Context: an optimization exercise on an open-source flow, tuned for small area, a short achievable clock period and few clock cycles per item. The choices shown serve that exercise and are no tape-out recipe. RTL that was checked went through simulation tests only; none was proved equivalent to the original. Power figures rest on the tool's default switching activity, not on a simulated workload.

// precompute_pipe
module precompute_pipe (
  input  logic    clk,
  input  logic    rst,
  input  logic    in_pass,
  input  logic [3:0]  in_op,
  input  logic [2:0]  in_ra0,
  input  logic [2:0]  in_ra1,
  input  logic [2:0]  in_wa,
  input  logic [15:0] in_imm,
  input  logic    hold,
  output logic    in_accept,
  output logic    out_vld,
  output logic [2:0]  out_wa,
  output logic [31:0] out_wdata
);
For scale: about 2100 cells after synthesis, about 830 flip-flops, roughly 70 I/O pins, about 35000 um^2 of cells after synthesis.
==> module exec_unit, before the edit <==
module exec_unit #(
  parameter int N = 8
) (
  input  logic            clk,
  input  logic            rst,
  input  logic            hold,
  input  logic            h_vld,
  input  logic [19:0]     h_enc,
  output logic            h_adv,
  output logic            out_vld,
  output pipe_pkg::reg_t  out_wa,
  output pipe_pkg::word_t out_wdata
);
  localparam int W = 32 / N;
  logic [N-1:0]          v;
  logic [N-1:0][2:0]     wa;
  logic [N-1:0][2:0]     ra0;
  logic [N-1:0][2:0]     ra1;
  logic [N-1:0]          movi;
  logic [N-1:0][3:0]     lut;
  logic [N-1:0]          arith;
  logic [N-1:0]          sub;
  logic [N-1:0]          cin;
  logic [N-1:0]          fwd0;
  logic [N-1:0]          fwd1;
  logic [N-1:0][15:0]    imm;
  logic [N-1:0][W-1:0]   opa;
  logic [N-1:0][W-1:0]   opb;
  logic [N-1:0][W-1:0]   r;
  logic [N-1:0][31:0]    cr;
  logic [31:0]           out_lo;
  logic [N-1:0]          in_v;
  logic [N-1:0][2:0]     in_wa;
  logic [N-1:0][2:0]     in_ra0;
  logic [N-1:0][2:0]     in_ra1;
  logic [N-1:0]          in_movi;
  logic [N-1:0][3:0]     in_lut;
  logic [N-1:0]          in_arith;
  logic [N-1:0]          in_sub;
  logic [N-1:0][15:0]    in_imm;
  logic [N-1:0][W-1:0]   rd0;
  logic [N-1:0][W-1:0]   rd1;
  logic [N-1:0]          ex;
  logic [N-1:0]          fr;
  logic [N-1:0][W-1:0]   a;
  logic [N-1:0][W-1:0]   b;
  logic [N-1:0][W-1:0]   res;
  logic [N-1:0]          cout;
  assign fr[N-1] = ~v[N-1] | ~hold;
  assign ex[N-1] = v[N-1] & ~hold;
  for (genvar k = 0; k < N - 1; k++) begin : g_adv
    assign fr[k] = ~v[k] | fr[k+1];
    assign ex[k] = v[k] & fr[k+1];
  end
  assign h_adv = fr[0];
  assign in_v[0]     = h_vld;
  assign in_wa[0]    = h_enc[19:17];
  assign in_ra0[0]   = h_enc[2:0];
  assign in_ra1[0]   = h_enc[5:3];
  assign in_movi[0]  = h_enc[16];
  assign in_lut[0]   = h_enc[16] ? 4'b1010 : h_enc[11:8];
  assign in_arith[0] = ~h_enc[16] & h_enc[7];
  assign in_sub[0]   = h_enc[6];
  assign in_imm[0]   = h_enc[15:0];
  for (genvar k = 1; k < N; k++) begin : g_in
    assign in_v[k]     = v[k-1];
    assign in_wa[k]    = wa[k-1];
    assign in_ra0[k]   = ra0[k-1];
    assign in_ra1[k]   = ra1[k-1];
    assign in_movi[k]  = movi[k-1];
    assign in_lut[k]   = lut[k-1];
    assign in_arith[k] = arith[k-1];
    assign in_sub[k]   = sub[k-1];
    assign in_imm[k]   = imm[k-1];
  end
  for (genvar k = 0; k < N; k++) begin : g_slice
    reg_file #(.W(W)) i_rf (
      .clk    (clk),
      .ra0    (in_ra0[k]),
      .ra1    (in_ra1[k]),
      .wen    (v[k]),
      .wa     (wa[k]),
      .wdata  (res[k]),
      .rdata0 (rd0[k]),
      .rdata1 (rd1[k])
    );
    always_ff @(posedge clk) begin
      if (rst) v[k] <= 1'b0;
      else if (fr[k]) v[k] <= in_v[k];
    end
    always_ff @(posedge clk) begin
      if (fr[k]) begin
        wa[k]    <= in_wa[k];
        ra0[k]   <= in_ra0[k];
        ra1[k]   <= in_ra1[k];
        movi[k]  <= in_movi[k];
        lut[k]   <= in_lut[k];
        arith[k] <= in_arith[k];
        sub[k]   <= in_sub[k];
        imm[k]   <= in_imm[k];
        fwd0[k]  <= ex[k] && (wa[k] == in_ra0[k]);
        fwd1[k]  <= ex[k] && (wa[k] == in_ra1[k]) && !in_movi[k];
        opa[k]   <= rd0[k];
        opb[k]   <= in_movi[k] ? ((k * W < 16) ? W'(in_imm[k] >> (k * W)) : '0) : rd1[k];
      end
    end
    assign a[k] = fwd0[k] ? r[k] : opa[k];
    assign b[k] = fwd1[k] ? r[k] : opb[k];
    logic [W+1:0] s;
    logic [W-1:0] l;
    logic         c;
    if (k == 0) begin : g_c0
      assign c = sub[k];
    end else begin : g_cn
      assign c = cin[k];
    end
    assign s = {1'b0, a[k], 1'b1} + {1'b0, b[k] ^ {W{sub[k]}}, c};
    always_comb begin
      for (int i = 0; i < W; i++) begin
        l[i] = lut[k][{a[k][i], b[k][i]}];
      end
    end
    assign res[k]  = arith[k] ? s[W:1] : l;
    assign cout[k] = s[W+1];
    always_ff @(posedge clk) begin
      if (ex[k]) r[k] <= res[k];
    end
    if (k > 0) begin : g_cin
      always_ff @(posedge clk) begin
        if (fr[k]) cin[k] <= cout[k-1];
      end
    end else begin : g_cin0
      assign cin[k] = 1'b0;
    end
    always_ff @(posedge clk) begin
      if (k < 2) cr[k] <= '0;
      else if (fr[k]) cr[k] <= cr[(k < 2) ? 0 : k-1] | (32'(r[(k < 2) ? 0 : k-2]) << ((k < 2) ? 0 : (k-2) * W));
    end
  end
  always_ff @(posedge clk) begin
    if (rst) out_vld <= 1'b0;
    else     out_vld <= ex[N-1];
  end
  always_ff @(posedge clk) begin
    out_wa <= wa[N-1];
    out_lo <= cr[N-1] | (32'(r[N-2]) << ((N-2) * W));
  end
  assign out_wdata = {r[N-1], out_lo[(N-1)*W-1:0]};
endmodule
==> module precompute_pipe, before the edit <==
module precompute_pipe (
  input  logic    clk,
  input  logic    rst,
  input  logic    in_pass,
  input  logic [3:0]  in_op,
  input  logic [2:0]  in_ra0,
  input  logic [2:0]  in_ra1,
  input  logic [2:0]  in_wa,
  input  logic [15:0] in_imm,
  input  logic    hold,
  output logic    in_accept,
  output logic    out_vld,
  output logic [2:0]  out_wa,
  output logic [31:0] out_wdata
);
  logic [19:0] in_enc;
  logic        h_vld;
  logic [19:0] h_enc;
  logic        h_adv;
  issue_stage i_issue_stage (
    .in_op  (pipe_pkg::opcode_t'(in_op)),
    .in_ra0 (in_ra0),
    .in_ra1 (in_ra1),
    .in_wa  (in_wa),
    .in_imm (in_imm),
    .enc    (in_enc)
  );
  inst_queue #(.DEPTH(15 - 8)) i_inst_queue (
    .clk       (clk),
    .rst       (rst),
    .in_pass   (in_pass),
    .in_enc    (in_enc),
    .h_adv     (h_adv),
    .in_accept (in_accept),
    .h_vld     (h_vld),
    .h_enc     (h_enc)
  );
  exec_unit i_exec_unit (
    .clk       (clk),
    .rst       (rst),
    .hold      (hold),
    .h_vld     (h_vld),
    .h_enc     (h_enc),
    .h_adv     (h_adv),
    .out_vld   (out_vld),
    .out_wa    (out_wa),
    .out_wdata (out_wdata)
  );
endmodule
export LEC_CHECK = 0
export CAP_MARGIN = 20
export CORE_MARGIN = 2
export CORE_UTILIZATION = 60
export PLACE_DENSITY = 0.75
export SETUP_SLACK_MARGIN = 2.7
export SLEW_MARGIN = 20
create_clock -name core_clock -period 4.5 [get_ports {clk}]
run.sh (not shown) runs the stock make flow with config.mk's settings and CLKGATE_MAP_FILE= SYNTH_SCRIPT=/design/flow/synth_recipe.tcl, a recipe that flattens the netlist after the stock synthesis.
The starting point passed the timing, design-rule and antenna checks.
Testbench counts at the start, summed over its fixed seeds: cycles 12,080, items 12,000.
Then changed:
--- a/flow/design.v
+++ b/flow/design.v
@@ -131,11 +131,11 @@
   assign enc = {in_wa, movi,
                 movi ? in_imm : {4'b0000, lut, arith, sub, in_ra1, in_ra0}};
 endmodule
 `timescale 1ns/100ps
 module exec_unit #(
-  parameter int N = 8
+  parameter int N = 4
 ) (
   input  logic            clk,
   input  logic            rst,
   input  logic            hold,
   input  logic            h_vld,
@@ -307,11 +307,11 @@
     .in_ra1 (in_ra1),
     .in_wa  (in_wa),
     .in_imm (in_imm),
     .enc    (in_enc)
   );
-  inst_queue #(.DEPTH(15 - 8)) i_inst_queue (
+  inst_queue #(.DEPTH(15 - 4)) i_inst_queue (
     .clk       (clk),
     .rst       (rst),
     .in_pass   (in_pass),
     .in_enc    (in_enc),
     .h_adv     (h_adv),
Result:
- The new run produced a clean layout
- design area falls by 2.2%
- setup slack loses 420 ps
- total power rises by 2.5%
- sequential share of layout area falls by 4.3 points
- hold slack hardly moves
- non-clock buffer count rises by 74
- first-iteration DRC count rises by 4.8%
Function not checked in the second run of this note: the RTL went through the layout flow alone.

what the ideal ports hide:
How much do the figures lean on ideal ports? The routed layouts below were timed once more, with nothing changed but the port constraints. Step 1: set_driving_cell puts a clkbuf_16 on clk and a buf_2 on each other input, an assumption about the parent block. Step 2 adds t to the input delays and takes it off the output delays; t is the mean of the earliest and latest rising clock arrival at the registers after step 1. Input paths then give back, and output paths get back, about the clock's delay inside the block. a / b / c = ideal / step 1 / step 2; a / b = the first two.
run | t, ns | slack for setup (ns) | cell pins on the clock port's net
the first run | 0.675 | 2.142 / 2.142 / 1.937 | 1
the second run | 0.681 | 1.724 / 1.724 / 1.724 | 1
After both steps every run listed still meets setup and hold. For the first run, which loses most, drivers alone change the setup slack by 0.000 ns; drivers and shift together by -0.205 ns.
